Background: an optimization exercise with open tools, aiming at small area, a short achievable clock period and few clock cycles per item. Do not read the settings as production practice.
In this exercise RTL edits were held to simulation tests only and were not proved equivalent to the original.
No activity file was given, so power comes from the tool's default toggle rates.

==> flow/design.v, too long to show whole: its modules and the start of the top module <==
// module pid_heading_controller_core: 3180 lines
// module phc_fa: 10 lines
// module phc_ha: 9 lines
module pid_heading_controller_core (
    input  wire logic                                i_clk,
    input  wire logic                                i_rst_n,
    input  wire logic                                psel,
    input  wire logic                                penable,
    input  wire logic                                pwrite,
    input  wire logic [phc_pkg::ADDR_W-1:0]          paddr,
    input  wire logic [phc_pkg::DATA_W-1:0]          pwdata,
    output logic      [phc_pkg::DATA_W-1:0]          prdata,
    output logic                                     pready,
    input  wire logic                                i_in_valid,
    output logic                                     o_in_stall,
    input  wire logic signed [phc_pkg::ANGLE_W-1:0]  i_measured_angle,
    output logic                                     o_out_valid,
    input  wire logic                                i_out_stall,
    output logic signed [phc_pkg::DRIVE_W-1:0]       o_drive_cmd,
    output logic                                     o_clamped
);
  // ...
==> flow/run.sh <==
#!/bin/bash
# synth_recipe.tcl (not shown) runs the flow's synth.tcl, then flattens the netlist and writes it again
# the make line also repeats each setting of config.mk as NAME=value (left out here)
make -C /OpenROAD-flow-scripts/flow DESIGN_CONFIG=/design/flow/config.mk WORK_HOME=/design/flow/orfs CLKGATE_MAP_FILE= SYNTH_SCRIPT=/design/flow/synth_recipe.tcl finish
==> flow/config.mk <==
export PLATFORM = sky130hd
export DESIGN_NAME = pid_heading_controller_core
export DESIGN_NICKNAME = pid_heading_controller_core
export VERILOG_FILES = /design/flow/design.v
export SDC_FILE = /design/flow/constraint.sdc
export NUM_CORES = 4
export LEC_CHECK = 0
export ABC_AREA = 1
export CAP_MARGIN = 20
export CORE_MARGIN = 2
export CORE_UTILIZATION = 60
export PLACE_DENSITY = 0.7
export SETUP_SLACK_MARGIN = 4.8
export SLEW_MARGIN = 20
export SYNTH_HIERARCHICAL = 1
export SYNTH_MINIMUM_KEEP_SIZE = 0
==> flow/constraint.sdc <==
create_clock -name core_clock -period 8.0 [get_ports {i_clk}]
set_input_delay 1.6000 -clock core_clock [delete_from_list [all_inputs] [get_ports {i_clk}]]
set_output_delay 1.6000 -clock core_clock [all_outputs]
set_load 0.01 [all_outputs]
==> flow_summary.toml, run 1 <==
[grt]
grt_util_met1 = 0.496
grt_first_pass_wirelength_um = 259000
grt_max_degree = 105
antenna_found_initial = 6

[worst_hold_path]
min_path_cells = 0
hp-start = "r_cut1[273]"
hold_class = "register to register"

[detailed_routing]
highest_layer = "met5"
drtIter0Drc = 6344
drc = 0
routed_wl_um = 174000
ant_nets = 0

[clock_tree]
postCtsHoldBufs = 0
path_clk_slew_ns = 0.06
post-cts-setup-buffers = 5

[synthesis]
async_flop_share = 0
synthCells = 5366
synth_seq_area_share = 0.284

[critical_path]
worst_ep_arrival_time_ns = 3.79
cp_max_fo = 33

[pwr]
power.internal_w = 0.00970
swShare = 0.408
pg_comb_w = 0.00775
p_comb_frac = 0.474
leakage_nw = 27.4

[status]
status = "finished clean"

[layout]
layout-drive-gt1-share = 0.0846
largest_class = "multi-input combinational cells"
mostFrequentLayoutCells = "749 x xor2_1, 711 x fa_1, 663 x o22ai_1"
fin_util = 0.657
final_cells = 6397

[placement]
port-buffer-count = 79

[floorplanning]
die_w_um = 300
ios = 107
initial_core_util = 0.605
die_h_um = 300

[timing]
fmax_mhz = 302
setup_ws_ns = 4.69
finalHoldViolCount = 0
Testbench counts, summed over its fixed seeds: cycles 17,224, items 16,000.
==> run 2, diff against run 1 <==
--- a/flow/config.mk
+++ b/flow/config.mk
@@ -9,6 +9,8 @@
 export CAP_MARGIN = 20
 export CORE_MARGIN = 2
 export CORE_UTILIZATION = 60
+export CTS_CLUSTER_DIAMETER = 150
+export CTS_CLUSTER_SIZE = 30
 export PLACE_DENSITY = 0.7
 export SETUP_SLACK_MARGIN = 4.8
 export SLEW_MARGIN = 20
==> run 2 against run 1 <==
Still clean on timing, DRC and antenna. Sequential cell count is the same. Critical path depth unchanged. Worst setup slack better by 0.050 ns. Sequential power about the same. Sequential share of layout area grew 0.97 points. Total power fell by 12%. Design area decreased by 3.5%. Synthesized area unchanged. Die area did not move. Clock power fell by 54%. Critical endpoint is now r_cut1[150]. Largest cell class unchanged. Highest routed layer unchanged.
==> flow_summary.toml, run 2 <==
[status]
status = "finished clean"

[timing]
fin_worst_skew_ns = 0.0294
setup_viol = 0
post-route-period-util = 0.407
relSlewSlack = 0.244
slew_violations = 0
setup_tns_ns = 0
tightestPinTransition_ns = 1.13
finalHoldViolCount = 0
hold-worst-slack_ns = 0.339
rsz0062_at_grt = "yes"
finalCriticalPeriod_ns = 3.26
fmax_mhz = 307

[clock_tree]
cts-root-buf = "clkbuf_16"
clock_path_buffers = 3
cts_buffers = 27
worstSkewPairLatency_ns = 0.66
clock_sinks = 704
path_clk_slew_ns = 0.12
postCtsHoldBufs = 0
cts_tree = "built"
cts_max_level = 1

[pwr]
powerDensity_nw_per_um2 = 260
vdd_ir_drop_max_uv = 424
leakage_nw = 26.3

[floorplanning]
die_h_um = 300
die_w_um = 300
core_area_sq_um = 86800
num_rows = 108
die_area_sq_um = 89900
initial_core_util = 0.605
ios = 107

[critical_path]
cp_max_fo = 33
critPathCaptureType = "register"
cp.required_ns = 8.52
worst_ep_arrival_time_ns = 3.78
cp-start-kind = "register"
worst-setup-path-type = "register to register"

[synthesis]
synth_seq_area_share = 0.284
ys_ff_latch = 704
synthFlopType = "dfxtp_1"
synth_edf_count = 84
netlist.top_cell.by_area = "fa_1"
synth.most_common_cell = "xor2_1"
synth_top_area_share = 0.272
async_flop_share = 0
synth_commonest_cells = "749 x xor2_1, 713 x fa_1, 663 x o22ai_1"
syn-cell-area_sq_um = 52500
yosys-top-cells-area = "fa_1 27%, dfxtp_1 24%, xor2_1 12%, o22ai_1 7.9%, edfxtp_1 4.8%"
synthCells = 5366
ys_warn_count = 7
ys_types = 58
avgSynthCellArea_sq_um = 9.79

[grt]
grt_pass1_vias = 41700
grt_max_degree = 105
gr-total-overflow = 0
grt_first_pass_wirelength_um = 256000
grt_util_all_layers = 0.378
antenna_found_initial = 4

[layout]
area_growth_pct = 4.79
layout-drive-gt1-share = 0.0686
largest_reg_flops = 275
reg_top3 = "r_cut1: 275 flops, r_buf: 72 flops, r_cut2: 72 flops"
mostFrequentLayoutCells = "749 x xor2_1, 711 x fa_1, 663 x o22ai_1"
nNetsFinal = 6043
fin_util = 0.634
final_common_cell = "xor2_1"
regMostFlops = "r_cut1"

[detailed_routing]
drtIter0Drc = 6131
highest_layer = "met5"
met2_length_um = 72600
met1_length_um = 62000
drc = 0
dr.pass1.iters = 8
num_vias = 41600
wl_met3_um = 25800
ant_nets = 0
routed_wl_um = 171000
routedWlPerCell_um = 27.2
viasPerCell = 6.62

[placement]
finalWeightedCongestion = 1.02
port-buffer-count = 79
hpwl_um = 120000

[worst_hold_path]
hold_class = "register to register"

[job]
drv_cap = 0
## run 2: cell counts after synthesis
Identical to the previous run, type by type.
## run 2: final timing paths
check / startpoint / cells past startpoint / endpoint / slack, ns
setup / recovery: r_ki_two_n[0] / 5 / r_cut1[150] / 4.74
setup reg to reg: r_ki_two_n[0] / 5 / r_cut1[150] / 4.74
hold / removal: r_cut1[273] / 0 / r_cut2[70] / 0.34
hold reg to reg: r_cut1[273] / 0 / r_cut2[70] / 0.34
## run 2: per-module statistics from Yosys, one instance, submodules excluded
module	flip-flops and latches	cells inside
phc_fa	0	1
pid_heading_controller_core	704	4644
phc_ha	0	1
## run 2: area by class of cell
class | instances | area, sq um
diodes | 2 | 5.00
clock buffers | 32 | 694
clock inverters | 2 | 25.0
fillers | 7184 | 31700
inverters | 313 | 1200
multi-input cells | 3877 | 34700
flip-flops and latches | 704 | 15100
well taps | 1155 | 1450
repair buffers | 199 | 1780
repair inverters | 4 | 27.5
## run 2: cells by family (layout without fill, tap and decap cells)
| logic type | count (synthesis) | count (layout) | synth area share |
|---|---|---|---|
| XOR/XNOR | 801 | 801 | 0.134 |
| buffers and inverters | 796 | 550 | 0.0587 |
| adder cells (fa/ha/maj) | 860 | 860 | 0.307 |
| AO/OA/AOI/OAI | 1140 | 1140 | 0.129 |
| AND/OR/NAND/NOR | 1063 | 1063 | 0.0872 |
| flip-flops | 704 | 704 | 0.284 |
| other | 2 | 15 | 0.000143 |
## run 2: timing repair
action,CTS,global route
setup buffers,7,7
pin swaps,4,4
resized for setup,89,83
hold endpoints to repair,0,0
cloned,2,2
setup endpoints to repair,376,245
## run 2: worst max-delay path, stage by stage, from the launching register on
cell and delay [ns]:
dfxtp_2 0.98, o22ai_1 0.22, xor2_1 0.33, fa_1 0.53, fa_1 0.59, fa_1 0.42
## run 2: per-layer routing
metal	vias up	global-route usage
met2	3307	0.556
met3	846	0.139
met1	20200	0.491
met5	-	0
li1	17300	-
met4	2	0.192
## run 2: where the power goes
| group | total (W) | internal, W | switching (W) |
|---|---|---|---|
| Clock | 0.00173 | 0.000626 | 0.00110 |
| Combinational | 0.00776 | 0.00317 | 0.00459 |
| Sequential | 0.00485 | 0.00434 | 0.000510 |
| Total | 0.0143 | 0.00813 | 0.00620 |
## run 2: through the flow
step                      power, W  setup slack (ns)  cell area, sq um  cells
final                       0.0143              4.74             55000   6288
after global routing        0.0154              4.67             55000   6287
after CTS                   0.0142              4.62             54700   6276
after detailed placement    0.0125              3.45             53700   6233
after global placement      0.0122              3.51             53700   6233
after floorplan             0.0100              4.57             52600   5377
==> run 3, diff against run 2 <==
--- a/flow/config.mk
+++ b/flow/config.mk
@@ -9,8 +9,8 @@
 export CAP_MARGIN = 20
 export CORE_MARGIN = 2
 export CORE_UTILIZATION = 60
-export CTS_CLUSTER_DIAMETER = 150
-export CTS_CLUSTER_SIZE = 30
+export CTS_CLUSTER_DIAMETER = 100
+export CTS_CLUSTER_SIZE = 22
 export PLACE_DENSITY = 0.7
 export SETUP_SLACK_MARGIN = 4.8
 export SLEW_MARGIN = 20
==> run 3 against run 2 <==
Clock-buffer cell count increased by 18. Sequential cell count unchanged. Cell count increased by 0.33%. Worst setup slack got worse by 0.017 ns. Synthesized cell count unchanged. Sequential share of layout area decreased by 0.23 points. Critical path type unchanged. Highest routed layer unchanged.
==> flow_summary.toml, run 3 <==
[status]
status = "finished clean"

[detailed_routing]
num_vias = 41800
routed_wl_um = 172000
drc = 0
viasPerCell = 6.62
drtIter0Drc = 6180
ant_nets = 0
routedWlPerCell_um = 27.3
dr.pass1.iters = 7

[synthesis]
synth_edf_count = 84
ys_ff_latch = 704
synthFlopType = "dfxtp_1"
synthCells = 5366
netlist.top_cell.by_area = "fa_1"
ys_warn_count = 7
async_flop_share = 0
avgSynthCellArea_sq_um = 9.79
yosys-top-cells-area = "fa_1 27%, dfxtp_1 24%, xor2_1 12%, o22ai_1 7.9%, edfxtp_1 4.8%"
synth.most_common_cell = "xor2_1"
synth_seq_area_share = 0.284
syn-cell-area_sq_um = 52500
synth_top_area_share = 0.272
ys_types = 58
synth_commonest_cells = "749 x xor2_1, 713 x fa_1, 663 x o22ai_1"

[floorplanning]
ios = 107
core_area_sq_um = 86800
num_rows = 108
die_w_um = 300
die_h_um = 300
initial_core_util = 0.605
die_area_sq_um = 89900

[placement]
port-buffer-count = 79
hpwl_um = 120000
finalWeightedCongestion = 1.02
dp.cells = 6233
pre_cts_ws_ns = 3.45

[critical_path]
worst-setup-path-type = "register to register"
r2r_cells = 5
critPathCaptureType = "register"
cp-endpoint = "r_cut1[95]"
worst_ep_arrival_time_ns = 3.73
r2r-start = "r_kd_neg[9]"
r2r-end = "r_cut1[95]"
crit_path_start = "r_kd_neg[9]"
cp_max_fo = 20
cp-start-kind = "register"
cp.required_ns = 8.46
rrSetupSlack_ns = 4.73

[timing]
finalCriticalPeriod_ns = 3.27
fin_worst_skew_ns = 0.0477
relSlewSlack = 0.233
finalHoldViolCount = 0
setup_ws_ns = 4.73
rsz0062_at_grt = "yes"
fmax_mhz = 305
tightestPinTransition_ns = 1.15
setup_tns_ns = 0
post-route-period-util = 0.409
slew_violations = 0
setup_viol = 0

[grt]
gr-total-overflow = 0
antenna_found_initial = 4
grt_first_pass_wirelength_um = 257000
grt_pass1_vias = 41800
grt_max_degree = 105
grt_util_all_layers = 0.381

[layout]
fin_util = 0.640
layout-drive-gt1-share = 0.0732
reg_top3 = "r_cut1: 275 flops, r_buf: 72 flops, r_cut2: 72 flops"
largest_reg_flops = 275
mostFrequentLayoutCells = "749 x xor2_1, 711 x fa_1, 663 x o22ai_1"
area_growth_pct = 5.68
final_cells = 6309
nNetsFinal = 6055
regMostFlops = "r_cut1"
final_common_cell = "xor2_1"

[worst_hold_path]
hold_class = "register to register"

[pwr]
vdd_ir_drop_max_uv = 422
leakage_nw = 26.5
powerDensity_nw_per_um2 = 267

[clock_tree]
clock_path_buffers = 3
cts_max_level = 2
worstSkewPairLatency_ns = 0.63
cts_buffers = 40
clock_sinks = 704
cts_tree = "built"
postCtsHoldBufs = 0
path_clk_slew_ns = 0.10
cts-root-buf = "clkbuf_16"

[job]
drv_cap = 0
-- run 3: cell count changes in the layout (fill, tap and decap cells not counted), moves of 3 or more --
cell | before | now
clkbuf_16 | 27 | 41
dlygate4sd2_1 | 13 | 3
clkdlybuf4s50_1 | 64 | 71
a21oi_1 | 209 | 205
a21oi_2 | 8 | 12
clkbuf_1 | 5 | 8
-- run 3: Yosys stat by module (local to each module, per instance) --
module                       copies in the design  area [sq um]  flip-flops and latches  cells
pid_heading_controller_core                     1         38200                     704   4644
phc_fa                                        697          20.0                       0      1
phc_ha                                         25          12.5                       0      1
-- run 3: worst min-delay path by stage --
stage / to / slack [ns] / depth (start not counted) / start
floorplan: r_cut2[64] / 0.31 / 0 / r_cut1[267]
global placement: r_cut2[71] / 0.31 / 0 / r_cut1[274]
detailed placement: r_cut2[70] / 0.32 / 0 / r_cut1[273]
CTS: r_cut2[70] / 0.34 / 0 / r_cut1[273]
global route: r_cut2[69] / 0.35 / 0 / r_cut1[272]
finish: r_cut2[70] / 0.33 / 0 / r_cut1[273]
-- run 3: kinds of logic (layout without fill, tap and decap cells) --
family          Yosys count  count (layout)  share of synthesized area
compound gates         1140            1140                      0.129
xor+xnor                801             801                      0.134
fa+ha+maj               860             860                      0.307
buf+inv                 796             572                     0.0587
flops                   704             704                      0.284
other cells               2              14                   0.000143
simple gates           1063            1063                     0.0872
-- run 3: final cells by class --
| class | count | area (sq um) |
|---|---|---|
| Timing Repair Buffer | 198 | 1780 |
| Clock buffer | 50 | 1070 |
| Multi-Input combinational cell | 3877 | 34800 |
| Timing Repair inverter | 4 | 27.5 |
| Fill cell | 7134 | 31300 |
| Clock inverter | 7 | 100 |
| Sequential cell | 704 | 15100 |
| Antenna cell | 1 | 2.50 |
| Tap cell | 1155 | 1450 |
| Inverter | 313 | 1210 |
-- run 3: report_power, final --
part / internal, W / switching, W
sequential: 0.00434 / 0.000514
combinational: 0.00316 / 0.00460
clock: 0.000969 / 0.00123
total: 0.00847 / 0.00635
-- run 3: metrics by stage --
stage	total power, W	hold WS (ns)	area [sq um]
after detailed placement	0.0125	0.316	53700
after floorplan	0.0100	0.310	52600
after global placement	0.0122	0.311	53700
final	0.0148	0.334	55500
after global routing	0.0159	0.346	55500
after CTS	0.0147	0.336	55200
-- run 3: worst max-delay path, stage by stage, from the launching register on --
cell     delay (ns)
dfxtp_1        0.47
buf_6          0.36
fa_1           0.52
fa_1           0.57
fa_1           0.67
fa_1           0.49
-- run 3: layer usage --
layer / wire length, um / vias to the layer above / part of all wire / global-route usage
met3: 26200 / 889 / 0.15 / 0.144
met4: 12100 / 4 / 0.070 / 0.208
met1: 62300 / 20200 / 0.36 / 0.495
met5: 46 / - / 0.00027 / 0.00212
met2: 71700 / 3332 / 0.42 / 0.550
li1: - / 17300 / - / -
-- run 3: repair_timing --
action,in CTS,in global routing
pin swaps,4,3
setup buffers,7,6
resized for setup,86,90
cloned,2,3
setup endpoints to repair,378,251
==> run 4, diff against run 3 <==
--- a/flow/config.mk
+++ b/flow/config.mk
@@ -10,7 +10,7 @@
 export CORE_MARGIN = 2
 export CORE_UTILIZATION = 60
 export CTS_CLUSTER_DIAMETER = 100
-export CTS_CLUSTER_SIZE = 22
+export CTS_CLUSTER_SIZE = 30
 export PLACE_DENSITY = 0.7
 export SETUP_SLACK_MARGIN = 4.8
 export SLEW_MARGIN = 20
==> run 4 against run 3 <==
Worst setup slack improved by 0.017 ns. Synthesized area did not move. Sequential share of layout area rose by 0.12 points. Non-clock buffer count fell by 1. Clock-buffer cell count fell by 12. Largest cell class unchanged. Via count fell by 0.65%. Sequential power barely moved. Synthesized cell count did not move.
==> flow_summary.toml, run 4 <==
[critical_path]
crit_family = "adder cells"
cp_slowest_cell = "dfxtp_2"
cpMostUsedCell = "fa_1"
worst_ep_arrival_time_ns = 3.80
cp-start-kind = "register"
worstPathCellList = "o22ai_1, xor2_1, fa_1, fa_1, fa_1"
cp.required_ns = 8.55
worst-setup-path-type = "register to register"
path_buf_inv = 0
cp_slowest_stage_delay_ns = 0.96
critPathCaptureType = "register"
cp_max_fo = 33

[grt]
grt_util_all_layers = 0.379
grtUsageMet3 = 0.144
grt_util_met1 = 0.490
grt_pass1_vias = 41600
grt_first_pass_wirelength_um = 257000
grt_max_degree = 105
top_usage_layer = "met2"
use_met2 = 0.555
gr-total-overflow = 0
antenna_found_initial = 3

[layout]
nNetsFinal = 6042
layout-drive-gt1-share = 0.0706
regMostFlops = "r_cut1"
final_common_cell = "xor2_1"
area_growth_pct = 5.23
final_cells = 6300
mostFrequentLayoutCells = "749 x xor2_1, 712 x fa_1, 663 x o22ai_1"
reg_top3 = "r_cut1: 275 flops, r_buf: 72 flops, r_cut2: 72 flops"
largest_reg_flops = 275

[clock_tree]
clock_path_buffers = 3
postCtsHoldBufs = 0
cts-root-buf = "clkbuf_16"
path_clk_slew_ns = 0.11
worstSkewPairLatency_ns = 0.70
cts_max_level = 1
cts_buffers = 30
cts_tree = "built"
clock_sinks = 704

[timing]
setup_tns_ns = 0
finalHoldViolCount = 0
fin_worst_skew_ns = 0.0513
setup_viol = 0
relSlewSlack = 0.219
rsz0062_at_grt = "yes"
fmax_mhz = 307
slew_violations = 0
finalCriticalPeriod_ns = 3.26
post-route-period-util = 0.407
tightestPinTransition_ns = 1.17

[synthesis]
async_flop_share = 0
yosys-top-cells-area = "fa_1 27%, dfxtp_1 24%, xor2_1 12%, o22ai_1 7.9%, edfxtp_1 4.8%"
avgSynthCellArea_sq_um = 9.79
synth_edf_count = 84
synth_seq_area_share = 0.284
synth_top_area_share = 0.272
synth_commonest_cells = "749 x xor2_1, 713 x fa_1, 663 x o22ai_1"
ys_ff_latch = 704
syn-cell-area_sq_um = 52500
ys_types = 58
synthCells = 5366
synth.most_common_cell = "xor2_1"
ys_warn_count = 7
synthFlopType = "dfxtp_1"
netlist.top_cell.by_area = "fa_1"

[placement]
port-buffer-count = 79
finalWeightedCongestion = 1.02
hpwl_um = 120000
dp.cells = 6233

[floorplanning]
ios = 107
core_area_sq_um = 86800
num_rows = 108
initial_core_util = 0.605
die_h_um = 300
die_area_sq_um = 89900
die_w_um = 300

[detailed_routing]
drc = 0
routedWlPerCell_um = 27.2
drtIter0Drc = 6071
num_vias = 41500
ant_nets = 0
routed_wl_um = 172000
dr.pass1.iters = 9
viasPerCell = 6.59

[pwr]
finalPower_w = 0.0146
vdd_ir_drop_max_uv = 433
powerDensity_nw_per_um2 = 263
leakage_nw = 26.6

[job]
drv_cap = 0

[worst_hold_path]
hold_class = "register to register"

[status]
status = "finished clean"
run 4: timing repair:
item	in CTS	in global routing
setup endpoints to repair	382	261
resized for setup	93	97
pin swaps	1	4
gates cloned	1	1
setup buffers	5	8
run 4: routing by layer:
metal | part of all wire | routed length [um] | up-vias
li1 | - | - | 17300
met1 | 0.36 | 62100 | 20100
met2 | 0.42 | 72300 | 3251
met3 | 0.15 | 26000 | 820
met4 | 0.066 | 11300 | 2
met5 | 0.00026 | 45 | -
run 4: path summary, 6_finish.rpt:
check | start | slack [ns] | depth (start not counted) | to
setup / recovery | r_ki_two_n[0] | 4.74 | 5 | r_cut1[150]
hold / removal | r_cut1[270] | 0.33 | 0 | r_cut2[66]
setup reg to reg | r_ki_two_n[0] | 4.74 | 5 | r_cut1[150]
hold reg to reg | r_cut1[270] | 0.33 | 0 | r_cut2[66]
run 4: cell type report:
class,instances,area (sq um)
diodes,3,7.51
clock buffers,38,791
clock inverters,11,184
fillers,7166,31500
inverters,313,1200
multi-input cells,3877,34700
flip-flops and latches,704,15100
well taps,1155,1450
repair buffers,197,1770
repair inverters,2,15.0
run 4: logic make-up (layout without fill, tap and decap cells):
group | Yosys count | count (layout) | share of synthesized area
adders and majority gates | 860 | 860 | 0.307
AOI/OAI and AO/OA | 1140 | 1140 | 0.129
DFF | 704 | 704 | 0.284
xor gates and xnor gates | 801 | 801 | 0.134
other | 2 | 16 | 0.000143
and+or+nand+nor | 1063 | 1063 | 0.0872
buffers and inverters | 796 | 561 | 0.0587
run 4: worst register-to-register path, stage by stage (launching register included):
cell and delay [ns]:
dfxtp_2 0.96, o22ai_1 0.29, xor2_1 0.34, fa_1 0.53
fa_1 0.58, fa_1 0.42
run 4: power breakdown:
| part | switching (W) | total (W) | internal [W] |
|---|---|---|---|
| combinational | 0.00459 | 0.00774 | 0.00315 |
| sequential | 0.000512 | 0.00485 | 0.00434 |
| clock | 0.00120 | 0.00197 | 0.000771 |
run 4: Yosys stat by module (local to each module, per instance):
module / cells / cell area, sq um
pid_heading_controller_core: 4644 / 38200
phc_fa: 1 / 20.0
phc_ha: 1 / 12.5
run 4: metrics by stage:
stage | area [sq um] | util | setup WS, ns | hold slack (ns)
after global routing | 55200 | 0.637 | 4.67 | 0.352
final | 55300 | 0.637 | 4.74 | 0.330
after CTS | 54900 | 0.633 | 4.62 | 0.340
after floorplan | 52600 | - | 4.57 | 0.310
after global placement | 53700 | 0.620 | 3.51 | 0.311
after detailed placement | 53700 | 0.620 | 3.45 | 0.316
==> run 5, diff against run 4 <==
--- a/flow/config.mk
+++ b/flow/config.mk
@@ -10,9 +10,9 @@
 export CORE_MARGIN = 2
 export CORE_UTILIZATION = 60
 export CTS_CLUSTER_DIAMETER = 100
-export CTS_CLUSTER_SIZE = 30
-export PLACE_DENSITY = 0.7
-export SETUP_SLACK_MARGIN = 4.8
+export CTS_CLUSTER_SIZE = 22
+export PLACE_DENSITY = 0.75
+export SETUP_SLACK_MARGIN = 4.9
 export SLEW_MARGIN = 20
 export SYNTH_HIERARCHICAL = 1
 export SYNTH_MINIMUM_KEEP_SIZE = 0
==> run 5 against run 4 <==
Still clean. Design area rose by 1.1%. Global-route usage rose by 1.2 points. Clock-buffer cell count rose by 10. Via count rose by 3.6%. Worst setup slack improved by 0.12 ns. Non-clock buffer count rose by 17. Total power rose by 2.4%. Sequential cell count did not move. First-iteration DRC count rose by 5.1%. Critical path depth rose by 1. Die area did not move. Core utilization rose by 0.69 points.
==> flow_summary.toml, run 5 <==
[timing]
slew_violations = 0
tightestPinTransition_ns = 1.03
fmax_mhz = 319
relSlewSlack = 0.313
setup_viol = 0
finalCriticalPeriod_ns = 3.14
rsz0062_at_grt = "no"
setup_tns_ns = 0
fin_worst_skew_ns = 0.0359
post-route-period-util = 0.392
finalHoldViolCount = 0
hold-worst-slack_ns = 0.333

[floorplanning]
initial_core_util = 0.605
die_h_um = 300
core_area_sq_um = 86800
num_rows = 108
ios = 107
die_area_sq_um = 89900
die_w_um = 300

[detailed_routing]
num_vias = 43000
dr.pass1.iters = 15
routedWlPerCell_um = 28.2
viasPerCell = 6.79
ant_nets = 0
routed_wl_um = 179000
drc = 0
drtIter0Drc = 6383

[grt]
grt_pass1_vias = 42900
top_usage_layer = "met2"
grt_max_degree = 91
grt_first_pass_wirelength_um = 263000
antenna_found_initial = 5
gr-total-overflow = 0
grt_util_met1 = 0.488
use_met2 = 0.565
grtUsageMet3 = 0.165
grt_util_all_layers = 0.391

[clock_tree]
cts-root-buf = "clkbuf_16"
cts_max_level = 2
clock_sinks = 704
path_clk_slew_ns = 0.09
clock_path_buffers = 3
cts_tree = "built"
postCtsHoldBufs = 0
cts_buffers = 40
worstSkewPairLatency_ns = 0.64

[critical_path]
cp.required_ns = 8.49
worst_ep_arrival_time_ns = 3.63
r2r_cells = 6
cp_max_fo = 21
r2r-end = "r_cut1[86]"
cp_slowest_cell = "fa_1"
worst-setup-path-type = "register to register"
r2r-start = "r_ki_one_n[4]"
rrSetupSlack_ns = 4.86
critPathCaptureType = "register"
cpMostUsedCell = "fa_1"
worstPathCellList = "buf_6, o22ai_1, xor2_1, fa_1, fa_1, fa_1"
cp_slowest_stage_delay_ns = 0.71
cp-start-kind = "register"

[synthesis]
netlist.top_cell.by_area = "fa_1"
ys_warn_count = 7
syn-cell-area_sq_um = 52500
synthFlopType = "dfxtp_1"
synth_top_area_share = 0.272
synth_commonest_cells = "749 x xor2_1, 713 x fa_1, 663 x o22ai_1"
yosys-top-cells-area = "fa_1 27%, dfxtp_1 24%, xor2_1 12%, o22ai_1 7.9%, edfxtp_1 4.8%"
synth.most_common_cell = "xor2_1"
avgSynthCellArea_sq_um = 9.79
ys_ff_latch = 704
ys_types = 58
synth_edf_count = 84
synth_seq_area_share = 0.284
async_flop_share = 0
synthCells = 5366

[pwr]
powerDensity_nw_per_um2 = 267
finalPower_w = 0.0149
swShare = 0.432
p_comb_frac = 0.524
leakage_nw = 26.9
p_seq_frac = 0.331
power.share.clock = 0.145
vdd_ir_drop_max_uv = 416
power.internal_w = 0.00846
switching_power_w = 0.00644

[worst_hold_path]
hold_class = "register to register"
hp-start = "r_cut1[274]"
min_path_cells = 0
hold_end = "r_cut2[71]"

[placement]
finalWeightedCongestion = 1.04
port-buffer-count = 79
post_dp_cell_area_sq_um = 53700
dp.cells = 6226
hpwl_um = 119000

[layout]
reg_top3 = "r_cut1: 275 flops, r_buf: 72 flops, r_cut2: 72 flops"
mostFrequentLayoutCells = "749 x xor2_1, 707 x fa_1, 663 x o22ai_1"
regMostFlops = "r_cut1"
nNetsFinal = 6075
fin_area_sq_um = 55900
area_growth_pct = 6.37
final_common_cell = "xor2_1"
largest_reg_flops = 275
fillers = 6971
layout-drive-gt1-share = 0.0845
final_cells = 6334

[status]
status = "finished clean"

[job]
drv_cap = 0
-- run 5: cell counts after synthesis --
Identical to the previous run, type by type.
-- run 5: cells by family (layout without fill, tap and decap cells) --
family,after synthesis,count (layout),synth area share
compound gates,1140,1140,0.129
xor+xnor,801,801,0.134
fa+ha+maj,860,860,0.307
buf+inv,796,590,0.0587
flops,704,704,0.284
other cells,2,19,0.000143
simple gates,1063,1065,0.0872
-- run 5: worst max-delay path: cells and delay by family (launching register included) --
kind / cells / cell delay, ns
XOR/XNOR: 1 / 0.20
flip-flops: 1 / 0.65
adder cells (fa/ha/maj): 3 / 1.62
AO/OA/AOI/OAI: 1 / 0.15
buffers and inverters: 1 / 0.36
-- run 5: power by group through the flow --
| stage | Sequential (W) | Clock, W | Combinational, W |
|---|---|---|---|
| finish | 0.00493 | 0.00217 | 0.00780 |
| global route | 0.00497 | 0.00230 | 0.00868 |
| CTS | 0.00490 | 0.00218 | 0.00758 |
| detailed placement | 0.00499 | 0 | 0.00750 |
| global placement | 0.00496 | 0 | 0.00724 |
| floorplan | 0.00469 | 0 | 0.00535 |
-- run 5: stage by stage --
| step | util | setup slack (ns) |
|---|---|---|
| after global routing | 0.644 | 4.88 |
| after CTS | 0.637 | 4.86 |
| final | 0.644 | 4.86 |
| after global placement | 0.619 | 3.42 |
| after floorplan | - | 4.57 |
| after detailed placement | 0.619 | 3.39 |
-- run 5: metal layers --
metal  part of all wire  up-vias
met5            0.00031        -
met4              0.084        4
met3               0.16     1176
met2               0.41     3793
met1               0.35    20600
li1                   -    17400
-- run 5: cell type report --
type | instances | area (sq um) | share of cell area
Clock inverter | 9 | 108 | 0.00193
Timing Repair inverter | 6 | 40.0 | 0.000717
Sequential cell | 704 | 15100 | 0.271
Tap cell | 1155 | 1450 | 0.0259
Antenna cell | 6 | 15.0 | 0.000269
Timing Repair Buffer | 214 | 1980 | 0.0354
Inverter | 313 | 1230 | 0.0221
Multi-Input combinational cell | 3879 | 34900 | 0.624
Clock buffer | 48 | 1030 | 0.0185
-- run 5: modules after synthesis, one instance, submodules excluded --
module / cells inside / flops+latches / cell area, sq um / times used
phc_ha: 1 / 0 / 12.5 / 25
pid_heading_controller_core: 4644 / 704 / 38200 / 1
phc_fa: 1 / 0 / 20.0 / 697
-- run 5: repair_timing --
action                                 CTS  global route
endpoints found under the hold margin    0             0
buffers inserted                        14            21
resized for setup                      164           113
gates cloned                             5             5
setup endpoints to repair              445           331
pin swaps                               10            16
-- run 5: worst max-delay path by stage --
stage	end	start	slack, ns
5_1_grt	r_ki_neg[7]	paddr[4]	4.88
3_5_place_dp	r_kp_neg[5]	paddr[2]	3.39
2_1_floorplan	r_err_n[9]	i_measured_angle[0]	4.57
4_1_cts	r_kd_two_n[0]	psel	4.86
3_3_place_gp	r_kp_neg[9]	paddr[2]	3.42
6_report	r_cut1[86]	r_ki_one_n[4]	4.86
==> run 6, diff against run 5 <==
--- a/flow/config.mk
+++ b/flow/config.mk
@@ -12,7 +12,7 @@
 export CTS_CLUSTER_DIAMETER = 100
 export CTS_CLUSTER_SIZE = 22
 export PLACE_DENSITY = 0.75
-export SETUP_SLACK_MARGIN = 4.9
+export SETUP_SLACK_MARGIN = 5.0
 export SLEW_MARGIN = 20
 export SYNTH_HIERARCHICAL = 1
 export SYNTH_MINIMUM_KEEP_SIZE = 0
==> run 6 against run 5 <==
Non-clock buffer count grew 22. Worst hold slack lost 0.0028 ns. Worst setup slack gained 0.064 ns. Critical path type unchanged. Critical endpoint is now r_cut1[95].
==> flow_summary.toml, run 6 <==
[detailed_routing]
num_vias = 43200
drc = 0
routed_wl_um = 182000
ant_nets = 0
drtIter0Drc = 6555
viasPerCell = 6.80
routedWlPerCell_um = 28.6
dr.pass1.iters = 10

[synthesis]
synthCells = 5366
async_flop_share = 0
yosys-top-cells-area = "fa_1 27%, dfxtp_1 24%, xor2_1 12%, o22ai_1 7.9%, edfxtp_1 4.8%"
avgSynthCellArea_sq_um = 9.79
synthFlopType = "dfxtp_1"
synth_top_area_share = 0.272
ys_ff_latch = 704
synth_edf_count = 84
synth.most_common_cell = "xor2_1"
synth_seq_area_share = 0.284
synth_commonest_cells = "749 x xor2_1, 713 x fa_1, 663 x o22ai_1"
ys_types = 58
syn-cell-area_sq_um = 52500
ys_warn_count = 7
netlist.top_cell.by_area = "fa_1"

[placement]
hpwl_um = 120000
finalWeightedCongestion = 1.06
post_dp_cell_area_sq_um = 53800
port-buffer-count = 79

[pwr]
leakage_nw = 26.9
vdd_ir_drop_max_uv = 472
powerDensity_nw_per_um2 = 268

[floorplanning]
initial_core_util = 0.605
num_rows = 108
die_h_um = 300
ios = 107
core_area_sq_um = 86800
die_area_sq_um = 89900
die_w_um = 300

[timing]
finalHoldViolCount = 0
post-route-period-util = 0.384
relSlewSlack = 0.250
fin_worst_skew_ns = 0.0489
fmax_mhz = 326
finalCriticalPeriod_ns = 3.07
rsz0062_at_grt = "yes"
slew_violations = 0
tightestPinTransition_ns = 1.12
setup_tns_ns = 0
setup_viol = 0

[critical_path]
worst_ep_arrival_time_ns = 3.55
worst-setup-path-type = "register to register"
critPathCaptureType = "register"
cp.required_ns = 8.48
cp-start-kind = "register"
cp_max_fo = 18

[layout]
mostFrequentLayoutCells = "748 x xor2_1, 705 x fa_1, 663 x o22ai_1"
regMostFlops = "r_cut1"
nNetsFinal = 6094
fin_area_sq_um = 56300
largest_reg_flops = 275
final_common_cell = "xor2_1"
layout-drive-gt1-share = 0.0912
area_growth_pct = 7.17
reg_top3 = "r_cut1: 275 flops, r_buf: 72 flops, r_cut2: 72 flops"

[grt]
grt_first_pass_wirelength_um = 267000
gr-total-overflow = 0
grt_max_degree = 105
antenna_found_initial = 7
grt_pass1_vias = 43500
grt_util_all_layers = 0.398

[clock_tree]
cts-root-buf = "clkbuf_16"
cts_max_level = 2
clock_sinks = 704
clock_path_buffers = 3
cts_buffers = 41
cts_tree = "built"
postCtsHoldBufs = 0
path_clk_slew_ns = 0.09
worstSkewPairLatency_ns = 0.63

[worst_hold_path]
hold_class = "register to register"

[job]
drv_cap = 0

[status]
status = "finished clean"
## run 6: cell counts after synthesis
No cell type changed its count.
## run 6: where the power goes
part / internal, W / switching (W) / leakage (nW)
sequential: 0.00434 / 0.000576 / 5.86
clock: 0.000991 / 0.00126 / 0.593
combinational: 0.00322 / 0.00469 / 20.5
total: 0.00855 / 0.00652 / 26.9
## run 6: layer usage
layer / routed length, um / up-vias / track usage
met5: 141 / - / 0
met4: 15100 / 12 / 0.242
met3: 29100 / 1252 / 0.171
met2: 74800 / 3888 / 0.577
met1: 62700 / 20700 / 0.491
li1: - / 17400 / -
## run 6: path summary, 6_finish.rpt
| check | from | endpoint | slack [ns] | cells past startpoint |
|---|---|---|---|---|
| worst max-delay path | r_kp_neg[9] | r_cut1[95] | 4.93 | 5 |
| worst min-delay path | r_cut1[267] | r_cut2[64] | 0.33 | 0 |
| worst max register to register | r_kp_neg[9] | r_cut1[95] | 4.93 | 5 |
| worst min register to register | r_cut1[267] | r_cut2[64] | 0.33 | 0 |
## run 6: cell families (layout without fill, tap and decap cells)
logic type	Yosys count	in the layout	share of synthesized area
AND/OR/NAND/NOR	1063	1064	0.0872
flip-flops	704	704	0.284
other	2	17	0.000143
buffers and inverters	796	613	0.0587
adder cells (fa/ha/maj)	860	860	0.307
AO/OA/AOI/OAI	1140	1140	0.129
XOR/XNOR	801	801	0.134
## run 6: metrics by stage
step,utilization,setup slack (ns),hold WS (ns),cells,power (W)
3_3_place_gp,0.619,3.45,0.313,6231,0.0122
4_1_cts,0.642,4.90,0.333,6327,0.0148
2_1_floorplan,-,4.57,0.310,5377,0.0100
3_5_place_dp,0.620,3.42,0.315,6233,0.0126
6_report,0.649,4.93,0.330,6354,0.0151
5_1_grt,0.649,4.95,0.345,6350,0.0161
## run 6: critical path, stage by stage (launching register included)
cell and delay (ns):
dfxtp_1 0.42, buf_6 0.32, fa_1 0.48, fa_1 0.55, fa_1 0.68, fa_1 0.45
## run 6: repair_timing
action	in CTS	in global routing
pin swaps	17	22
setup buffers	28	22
endpoints found under the setup margin	503	225
gates resized for setup	228	97
cloned	5	1
## run 6: modules after synthesis (local to each module, per instance)
module	cell area [sq um]	times used	cells inside	flip-flops and latches
pid_heading_controller_core	38200	1	4644	704
phc_fa	20.0	697	1	0
phc_ha	12.5	25	1	0
## run 6: cell type report
cell class              count  area (sq um)
clock buffers              50          1080
clock inverters            11           143
repair inverters            3          20.0
repair buffers            236          2210
multi-input cells        3878         35000
fillers                  6848         30500
flip-flops and latches    704         15200
well taps                1155          1450
inverters                 313          1240
diodes                      4          10.0
==> run 7, diff against run 6 <==
--- a/flow/config.mk
+++ b/flow/config.mk
@@ -8,7 +8,7 @@
 export ABC_AREA = 1
 export CAP_MARGIN = 20
 export CORE_MARGIN = 2
-export CORE_UTILIZATION = 60
+export CORE_UTILIZATION = 65
 export CTS_CLUSTER_DIAMETER = 100
 export CTS_CLUSTER_SIZE = 22
 export PLACE_DENSITY = 0.75
==> run 7 against run 6 <==
Design area shrank 0.26%. Register-to-register slack lost 0.02 ns. Synthesized cell count is the same. Via count is essentially flat. Highest routed layer unchanged. Global-route usage grew 3.5 points. First-iteration DRC count shrank 4.3%. Sequential share of layout area grew 0.12 points. Largest power group unchanged. Total power shrank 0.40%. Largest cell class unchanged.
==> flow_summary.toml, run 7 <==
[status]
status = "finished clean"

[synthesis]
muxShareOfSynthArea = 0
synth_seq_area_share = 0.284
ys_types = 58
synthCells = 5366
synth_edf_count = 84
synth.most_common_cell = "xor2_1"
avgSynthCellArea_sq_um = 9.79
ys_ff_latch = 704
synth_top_area_share = 0.272
yosys-top-cells-area = "fa_1 27%, dfxtp_1 24%, xor2_1 12%, o22ai_1 7.9%, edfxtp_1 4.8%"
syn-cell-area_sq_um = 52500
synth-simple-area-share = 0.0872
synth_commonest_cells = "749 x xor2_1, 713 x fa_1, 663 x o22ai_1"
netlist.top_cell.by_area = "fa_1"
synth_top_family_by_area = "adder cells"
synthFlopType = "dfxtp_1"
synth-adder-area-share = 0.307
async_flop_share = 0
ys_warn_count = 7
yosys.area_share.xor_xnor = 0.134
synth_compound_area_frac = 0.129

[timing]
fmax_mhz = 323
relSlewSlack = 0.306
rsz0062_at_grt = "yes"
setup_tns_ns = 0
post-route-period-util = 0.386
setup_ws_ns = 4.91
finalHoldViolCount = 0
tightestPinTransition_ns = 1.04
slew_violations = 0
setup_viol = 0
finalCriticalPeriod_ns = 3.09
fin_worst_skew_ns = 0.0362

[clock_tree]
path_clk_slew_ns = 0.09
cts-root-buf = "clkbuf_16"
clock_path_buffers = 3
cts_buffers = 39
cts_max_level = 2
worstSkewPairLatency_ns = 0.63
cts_tree = "built"
clock_sinks = 704
postCtsHoldBufs = 0

[detailed_routing]
dr.pass1.iters = 10
num_vias = 43300
viasPerCell = 6.91
drc = 0
routed_wl_um = 181000
ant_nets = 0
routedWlPerCell_um = 28.9
drtIter0Drc = 6276

[critical_path]
cp_slowest_stage_delay_ns = 0.75
worstPathCellList = "o22ai_1, xor2_1, fa_1, fa_1, fa_1"
cp_slowest_cell = "dfxtp_2"
cpMostUsedCell = "fa_1"
cp_max_fo = 22
worst-setup-path-type = "register to register"
r2r-start = "r_prev_error_n[6]"
rrSetupSlack_ns = 4.91
path_buf_inv = 0
cp-start-kind = "register"
r2r-end = "r_cut1[53]"
crit_path_start = "r_prev_error_n[6]"
cp-endpoint = "r_cut1[53]"
crit_family = "adder cells"
r2r_cells = 5
worst_ep_arrival_time_ns = 3.59
cp.required_ns = 8.50
critPathCaptureType = "register"
crit_cells = 5

[floorplanning]
core_area_sq_um = 80300
die_h_um = 288
die_w_um = 288
die_area_sq_um = 83100
ios = 107
initial_core_util = 0.654
num_rows = 104

[layout]
regMostFlops = "r_cut1"
multiInputGateArea_sq_um = 35000
fin_util = 0.699
layout-drive-gt1-share = 0.0915
regArea_sq_um = 15200
mostFrequentLayoutCells = "748 x xor2_1, 704 x fa_1, 663 x o22ai_1"
reg_top3 = "r_cut1: 275 flops, r_buf: 72 flops, r_cut2: 72 flops"
final_common_cell = "xor2_1"
nNetsFinal = 6103
fillers = 6020
final_cells = 6264
area_growth_pct = 6.89
largest_reg_flops = 275

[placement]
hpwl_um = 120000
pre_cts_ws_ns = 3.42
port-buffer-count = 79
dp.cells = 6133
finalWeightedCongestion = 1.00

[grt]
grt_first_pass_wirelength_um = 266000
antenna_found_initial = 9
grt_max_degree = 98
grt_pass1_vias = 43700
gr-total-overflow = 0
grt_util_all_layers = 0.432

[job]
drv_cap = 0

[pwr]
powerDensity_nw_per_um2 = 268
leakage_nw = 26.9
vdd_ir_drop_max_uv = 307

[worst_hold_path]
hold_class = "register to register"
-- run 7: stage by stage --
stage | hold WS (ns) | total power, W | area, sq um
final | 0.336 | 0.0150 | 56100
after global routing | 0.340 | 0.0160 | 56100
after CTS | 0.335 | 0.0147 | 55500
after detailed placement | 0.313 | 0.0125 | 53600
after global placement | 0.310 | 0.0122 | 53600
after floorplan | 0.310 | 0.0100 | 52600
-- run 7: power breakdown --
part	switching, W	internal (W)	leakage (nW)
Clock	0.00123	0.000918	0.533
Sequential	0.000546	0.00434	5.87
Combinational	0.00474	0.00325	20.5
Total	0.00651	0.00850	26.9
-- run 7: cells by family after synthesis --
group | Yosys count
other | 2
buffers and inverters | 796
xor gates and xnor gates | 801
adders and majority gates | 860
and+or+nand+nor | 1063
DFF | 704
AOI/OAI and AO/OA | 1140
-- run 7: how the worst min path moves through the flow --
stage	start	endpoint	slack, ns	cells past startpoint
2_1_floorplan	r_cut1[267]	r_cut2[64]	0.31	0
3_3_place_gp	r_cut1[272]	r_cut2[69]	0.31	0
3_5_place_dp	r_cut1[273]	r_cut2[70]	0.31	0
4_1_cts	r_cut1[273]	r_cut2[70]	0.34	0
5_1_grt	r_cut1[273]	r_cut2[70]	0.34	0
6_report	r_cut1[273]	r_cut2[70]	0.34	0
-- run 7: cell type report --
| type | instances | share of cell area |
|---|---|---|
| clock buffer | 50 | 0.0181 |
| sequential | 704 | 0.271 |
| timing repair inverter | 3 | 0.000424 |
| timing repair buffer | 247 | 0.0410 |
| clock inverter | 7 | 0.00143 |
| tap | 1060 | 0.0236 |
| multi-input combinational | 3878 | 0.623 |
| antenna | 2 | 0.0000892 |
| inverter | 313 | 0.0220 |
-- run 7: metal layers --
| layer | vias to the layer above | track usage | wire (um) |
|---|---|---|---|
| met2 | 3803 | 0.618 | 73500 |
| met5 | - | 0.00795 | 307 |
| met1 | 20800 | 0.540 | 63000 |
| met4 | 18 | 0.237 | 14100 |
| met3 | 1184 | 0.205 | 29800 |
| li1 | 17400 | - | - |
-- run 7: per-module statistics from Yosys (local to each module, per instance) --
module                       copies in the design  flip-flops and latches  cells inside
phc_ha                                         25                       0             1
pid_heading_controller_core                     1                     704          4644
phc_fa                                        697                       0             1
-- run 7: repair_timing --
item                                    4_1_cts  5_1_grt
pin swaps                                    14       22
cloned                                        4        2
setup buffers                                43       23
resized for setup                           227      113
endpoints found under the setup margin      492      244
hold endpoints to repair                      0        0
==> run 8, diff against run 7 <==
--- a/flow/config.mk
+++ b/flow/config.mk
@@ -8,10 +8,10 @@
 export ABC_AREA = 1
 export CAP_MARGIN = 20
 export CORE_MARGIN = 2
-export CORE_UTILIZATION = 65
+export CORE_UTILIZATION = 60
 export CTS_CLUSTER_DIAMETER = 100
 export CTS_CLUSTER_SIZE = 22
-export PLACE_DENSITY = 0.75
+export PLACE_DENSITY = 0.8
 export SETUP_SLACK_MARGIN = 5.0
 export SLEW_MARGIN = 20
 export SYNTH_HIERARCHICAL = 1
==> run 8 against run 7 <==
Combinational power fell by 1%. Synthesized cell count unchanged. Clock power increased by 7%. Clock-buffer cell count up 2. Largest power group unchanged. Worst setup slack better by 0.045 ns. Register-to-register slack improved by 0.05 ns. Total power grew 1.1%. Worst hold slack gained 0.0041 ns. Global-route usage is 3.7 points lower. Via count grew 0.89%. Sequential share of layout area decreased by 0.075 points.
==> flow_summary.toml, run 8 <==
[status]
status = "finished clean"

[layout]
area_growth_pct = 7.06
final_common_cell = "xor2_1"
layout-drive-gt1-share = 0.0905
regMostFlops = "r_cut1"
nNetsFinal = 6083
largest_reg_flops = 275
reg_top3 = "r_cut1: 275 flops, r_buf: 72 flops, r_cut2: 72 flops"
mostFrequentLayoutCells = "749 x xor2_1, 705 x fa_1, 662 x o22ai_1"

[critical_path]
cp-start-kind = "register"
critPathCaptureType = "register"
worst_ep_arrival_time_ns = 3.56
cp_max_fo = 33
cp.required_ns = 8.51
worst-setup-path-type = "register to register"

[timing]
finalCriticalPeriod_ns = 3.05
fmax_mhz = 328
rsz0062_at_grt = "yes"
post-route-period-util = 0.381
relSlewSlack = 0.365
setup_tns_ns = 0
setup_ws_ns = 4.95
tightestPinTransition_ns = 0.953
finalHoldViolCount = 0
fin_worst_skew_ns = 0.0516
hold-worst-slack_ns = 0.340
slew_violations = 0
setup_viol = 0

[synthesis]
yosys-top-cells-area = "fa_1 27%, dfxtp_1 24%, xor2_1 12%, o22ai_1 7.9%, edfxtp_1 4.8%"
ys_ff_latch = 704
synth_top_area_share = 0.272
synthFlopType = "dfxtp_1"
async_flop_share = 0
syn-cell-area_sq_um = 52500
avgSynthCellArea_sq_um = 9.79
synth_commonest_cells = "749 x xor2_1, 713 x fa_1, 663 x o22ai_1"
netlist.top_cell.by_area = "fa_1"
ys_warn_count = 7
synthCells = 5366
synth.most_common_cell = "xor2_1"
synth_seq_area_share = 0.284
ys_types = 58
synth_edf_count = 84

[detailed_routing]
drc = 0
dr.pass1.iters = 15
num_vias = 43700
ant_nets = 0
viasPerCell = 6.88
drtIter0Drc = 7144
routed_wl_um = 181000
routedWlPerCell_um = 28.5

[pwr]
powerDensity_nw_per_um2 = 270
vdd_ir_drop_max_uv = 552
finalPower_w = 0.0152
leakage_nw = 26.9

[grt]
use_met2 = 0.555
grt_util_met1 = 0.495
grt_first_pass_wirelength_um = 266000
grt_pass1_vias = 43700
grtUsageMet3 = 0.177
antenna_found_initial = 6
gr-total-overflow = 0
top_usage_layer = "met2"
grt_max_degree = 87
grt_util_all_layers = 0.396

[clock_tree]
cts_buffers = 40
clock_sinks = 704
cts_tree = "built"
worstSkewPairLatency_ns = 0.65
cts_max_level = 2
clock_path_buffers = 3
cts-root-buf = "clkbuf_16"
path_clk_slew_ns = 0.09
postCtsHoldBufs = 0

[placement]
pre_cts_ws_ns = 3.34
hpwl_um = 118000
finalWeightedCongestion = 1.03
port-buffer-count = 79

[floorplanning]
core_area_sq_um = 86800
ios = 107
die_area_sq_um = 89900
die_w_um = 300
die_h_um = 300
num_rows = 108
initial_core_util = 0.605

[worst_hold_path]
hold_class = "register to register"

[job]
drv_cap = 0
==> run 8: changes by cell type in the layout (fill, tap and decap cells not counted), sizes merged, moves of 2 or more <==
cell and change:
clkdlybuf4s15 +2, diode +4, buf -23, inv -4, clkinv +2
==> run 8: modules after synthesis (local to each module, per instance) <==
| module | times used | cells inside | flip-flops and latches | area (sq um) |
|---|---|---|---|---|
| pid_heading_controller_core | 1 | 4644 | 704 | 38200 |
| phc_fa | 697 | 1 | 0 | 20.0 |
| phc_ha | 25 | 1 | 0 | 12.5 |
==> run 8: path summary, 6_finish.rpt <==
| kind | slack, ns | cells after the start | startpoint | to |
|---|---|---|---|---|
| hold reg to reg | 0.34 | 0 | r_cut1[271] | r_cut2[68] |
| setup / recovery | 4.95 | 5 | r_ki_two_n[1] | r_cut1[197] |
| hold / removal | 0.34 | 0 | r_cut1[271] | r_cut2[68] |
| setup reg to reg | 4.95 | 5 | r_ki_two_n[1] | r_cut1[197] |
==> run 8: layout make-up <==
type                       count  area (sq um)
multi-input combinational   3879         35000
fill                        6712         30500
sequential                   704         15200
timing repair buffer         226          2150
tap                         1155          1450
inverter                     313          1230
clock buffer                  52          1100
clock inverter                 8           141
antenna                        6          15.0
timing repair inverter         2          12.5
==> run 8: stage by stage <==
step | std cells | cell area, sq um | utilization
final | 6345 | 56200 | 0.648
after floorplan | 5377 | 52600 | -
after CTS | 6309 | 55600 | 0.640
after detailed placement | 6219 | 53700 | 0.618
after global routing | 6339 | 56200 | 0.648
after global placement | 6218 | 53600 | 0.618
==> run 8: timing repair <==
item                       CTS  global route
gates cloned                 4             3
pin swaps                   16            14
setup endpoints to repair  507           248
buffers inserted            26            26
gates resized for setup    241            81
==> run 8: critical path, cell delays in order, from the launching register on <==
cell     delay (ns)
dfxtp_4        0.84
o22ai_1        0.21
xor2_1         0.22
fa_1           0.49
fa_1           0.68
fa_1           0.47
==> run 8: cell families after synthesis <==
family	Yosys count	synth area share
AOI/OAI and AO/OA	1140	0.129
xor gates and xnor gates	801	0.134
adders and majority gates	860	0.307
buffers and inverters	796	0.0587
DFF	704	0.284
other	2	0.000143
and+or+nand+nor	1063	0.0872
==> run 8: report_power, final <==
part           internal (W)  leakage [nW]  total [W]  switching, W
combinational       0.00321          20.4    0.00788       0.00466
sequential          0.00434          5.86    0.00502      0.000680
clock               0.00103         0.597    0.00229       0.00126
==> run 8: layer usage <==
| layer | part of all wire | routed length (um) |
|---|---|---|
| met5 | 0.00098 | 178 |
| met4 | 0.091 | 16400 |
| met3 | 0.16 | 29700 |
| met2 | 0.40 | 72900 |
| met1 | 0.34 | 61700 |
==> run 9, diff against run 8 <==
--- a/flow/config.mk
+++ b/flow/config.mk
@@ -12,7 +12,7 @@
 export CTS_CLUSTER_DIAMETER = 100
 export CTS_CLUSTER_SIZE = 22
 export PLACE_DENSITY = 0.8
-export SETUP_SLACK_MARGIN = 5.0
+export SETUP_SLACK_MARGIN = 4.9
 export SLEW_MARGIN = 20
 export SYNTH_HIERARCHICAL = 1
 export SYNTH_MINIMUM_KEEP_SIZE = 0
==> run 9 against run 8 <==
Total power decreased by 1.5%. Fmax shrank 2.9%. Sequential power is essentially flat. Worst setup slack got worse by 0.090 ns. Critical endpoint is now r_cut1[104].
==> flow_summary.toml, run 9 <==
[status]
status = "finished clean"

[floorplanning]
die_w_um = 300
die_area_sq_um = 89900
num_rows = 108
initial_core_util = 0.605
core_area_sq_um = 86800
ios = 107
die_h_um = 300

[clock_tree]
cts_tree = "built"
worstSkewPairLatency_ns = 0.63
clock_path_buffers = 3
cts-root-buf = "clkbuf_16"
cts_max_level = 2
path_clk_slew_ns = 0.09
cts_buffers = 39
clock_sinks = 704

[timing]
setup_tns_ns = 0
setup_ws_ns = 4.86
setup_viol = 0
fin_worst_skew_ns = 0.0482
relSlewSlack = 0.312
finalCriticalPeriod_ns = 3.14
tightestPinTransition_ns = 1.03
fmax_mhz = 319
slew_violations = 0
post-route-period-util = 0.392
finalHoldViolCount = 0
rsz0062_at_grt = "yes"

[critical_path]
critPathCaptureType = "register"
cp.required_ns = 8.46
cp_max_fo = 19
worst_ep_arrival_time_ns = 3.60
worst-setup-path-type = "register to register"
cp-start-kind = "register"

[synthesis]
synth_compound_area_frac = 0.129
synth.most_common_cell = "xor2_1"
netlist.top_cell.by_area = "fa_1"
ys_warn_count = 7
synth_edf_count = 84
synthCells = 5366
synth-adder-area-share = 0.307
synth-simple-area-share = 0.0872
muxShareOfSynthArea = 0
syn-cell-area_sq_um = 52500
synthFlopType = "dfxtp_1"
yosys.area_share.xor_xnor = 0.134
synth_commonest_cells = "749 x xor2_1, 713 x fa_1, 663 x o22ai_1"
synth_seq_area_share = 0.284
synth_top_family_by_area = "adder cells"
avgSynthCellArea_sq_um = 9.79
synth_top_area_share = 0.272
yosys-top-cells-area = "fa_1 27%, dfxtp_1 24%, xor2_1 12%, o22ai_1 7.9%, edfxtp_1 4.8%"
ys_ff_latch = 704
async_flop_share = 0
ys_types = 58

[placement]
finalWeightedCongestion = 1.05
port-buffer-count = 79
hpwl_um = 121000
pre_cts_ws_ns = 3.33

[pwr]
vdd_ir_drop_max_uv = 546
powerDensity_nw_per_um2 = 268
leakage_nw = 26.9

[layout]
area_growth_pct = 6.33
fillers = 6801
largest_reg_flops = 275
regMostFlops = "r_cut1"
mostFrequentLayoutCells = "748 x xor2_1, 707 x fa_1, 663 x o22ai_1"
layout-drive-gt1-share = 0.0861
final_common_cell = "xor2_1"
nNetsFinal = 6084
reg_top3 = "r_cut1: 275 flops, r_buf: 72 flops, r_cut2: 72 flops"

[detailed_routing]
drc = 0
dr.pass1.iters = 10
routed_wl_um = 176000
viasPerCell = 6.75
drtIter0Drc = 6782
routedWlPerCell_um = 27.8
ant_nets = 0
num_vias = 42800

[grt]
grt_pass1_vias = 43000
gr-total-overflow = 0
grt_util_all_layers = 0.388
grt_max_degree = 84
antenna_found_initial = 4
grt_first_pass_wirelength_um = 262000

[job]
drv_cap = 0

[worst_hold_path]
hold_class = "register to register"
[run 9: where the power goes]
part	internal [W]	switching, W	leakage (nW)
clock network	0.000929	0.00122	0.544
registers	0.00434	0.000652	5.86
logic	0.00319	0.00463	20.5
[run 9: area by class of cell]
type	instances	area, sq um	share of cell area
clock buffer	48	1030	0.0184
clock inverter	7	80.1	0.00143
tap	1155	1450	0.0259
timing repair inverter	2	15.0	0.000269
antenna	3	7.51	0.000134
timing repair buffer	229	2030	0.0364
inverter	313	1220	0.0218
sequential	704	15100	0.271
multi-input combinational	3878	34900	0.625
[run 9: cells by family after synthesis]
kind of cell	Yosys count
adders and majority gates	860
AOI/OAI and AO/OA	1140
DFF	704
other	2
and+or+nand+nor	1063
xor gates and xnor gates	801
buffers and inverters	796
[run 9: per-layer routing]
layer / routed length, um / vias to the layer above / part of all wire / GRT usage
met3: 26900 / 1148 / 0.15 / 0.161
li1: - / 17400 / - / -
met2: 72400 / 3766 / 0.41 / 0.555
met5: 133 / - / 0.00076 / 0
met4: 15100 / 10 / 0.086 / 0.245
met1: 61500 / 20500 / 0.35 / 0.486
[run 9: final timing paths]
check                      from     endpoint  slack, ns  depth (start not counted)
setup reg to reg  r_kd_two_n[1]  r_cut1[104]       4.86                          5
setup / recovery  r_kd_two_n[1]  r_cut1[104]       4.86                          5
hold / removal      r_cut1[273]   r_cut2[70]       0.33                          0
hold reg to reg     r_cut1[273]   r_cut2[70]       0.33                          0
[run 9: through the flow]
step | cell area, sq um | hold WS [ns] | cells | power (W) | util
finish | 55800 | 0.335 | 6339 | 0.0150 | 0.644
global route | 55800 | 0.348 | 6336 | 0.0160 | 0.643
CTS | 55200 | 0.337 | 6292 | 0.0147 | 0.636
detailed placement | 53700 | 0.315 | 6225 | 0.0126 | 0.619
global placement | 53700 | 0.310 | 6225 | 0.0122 | 0.619
floorplan | 52600 | 0.310 | 5377 | 0.0100 | -
[run 9: what timing repair did]
action	in CTS	in global routing
cloned	1	2
buffers inserted	11	41
resized for setup	164	101
pin swaps	9	15
setup endpoints to repair	456	306
hold buffers	0	0
[run 9: worst max-delay path: stages (launching register included)]
cell and delay (ns):
dfxtp_1 1.00, o22ai_1 0.22, xor2_1 0.21, fa_1 0.47, fa_1 0.52, fa_1 0.54
[run 9: modules after synthesis (local to each module, per instance)]
module,cells inside,cell area (sq um),flip-flops and latches
phc_ha,1,12.5,0
pid_heading_controller_core,4644,38200,704
phc_fa,1,20.0,0

afterwards: timing with drivers on the ports:
How much do the figures lean on ideal ports? The routed layouts below were timed once more, with nothing changed but the port constraints. Step 1 assumes that a clkbuf_16 drives the clock port and a buf_2 every other input. Step 2 moves the port delays by t, midway between the first and last clock arrival at a register: inputs arrive t later, outputs are due t later. That takes back most of the time a late clock gives input paths. Slacks: no drivers / after step 1 / after step 2; pairs: no drivers / after step 1.
| run | t (ns) | setup slack, ns | cell pins on the clock port's net |
|---|---|---|---|
| run 1 | 0.723 | 4.693 / 4.693 / 4.174 | 1 |
| run 2 | 0.714 | 4.743 / 4.743 / 4.132 | 1 |
| run 3 | 0.674 | 4.725 / 4.725 / 4.209 | 1 |
| run 4 | 0.747 | 4.743 / 4.743 / 4.186 | 1 |
| run 5 | 0.694 | 4.864 / 4.864 / 4.249 | 1 |
| run 6 | 0.681 | 4.928 / 4.928 / 4.392 | 1 |
| run 7 | 0.688 | 4.909 / 4.909 / 4.285 | 1 |
| run 8 | 0.688 | 4.954 / 4.954 / 4.381 | 1 |
| run 9 | 0.680 | 4.864 / 4.856 / 4.296 | 1 |
After both steps every run listed still meets setup and hold. The setup slack of run 7, which loses most, moves by 0.000 ns with the drivers and by -0.624 ns with both steps.
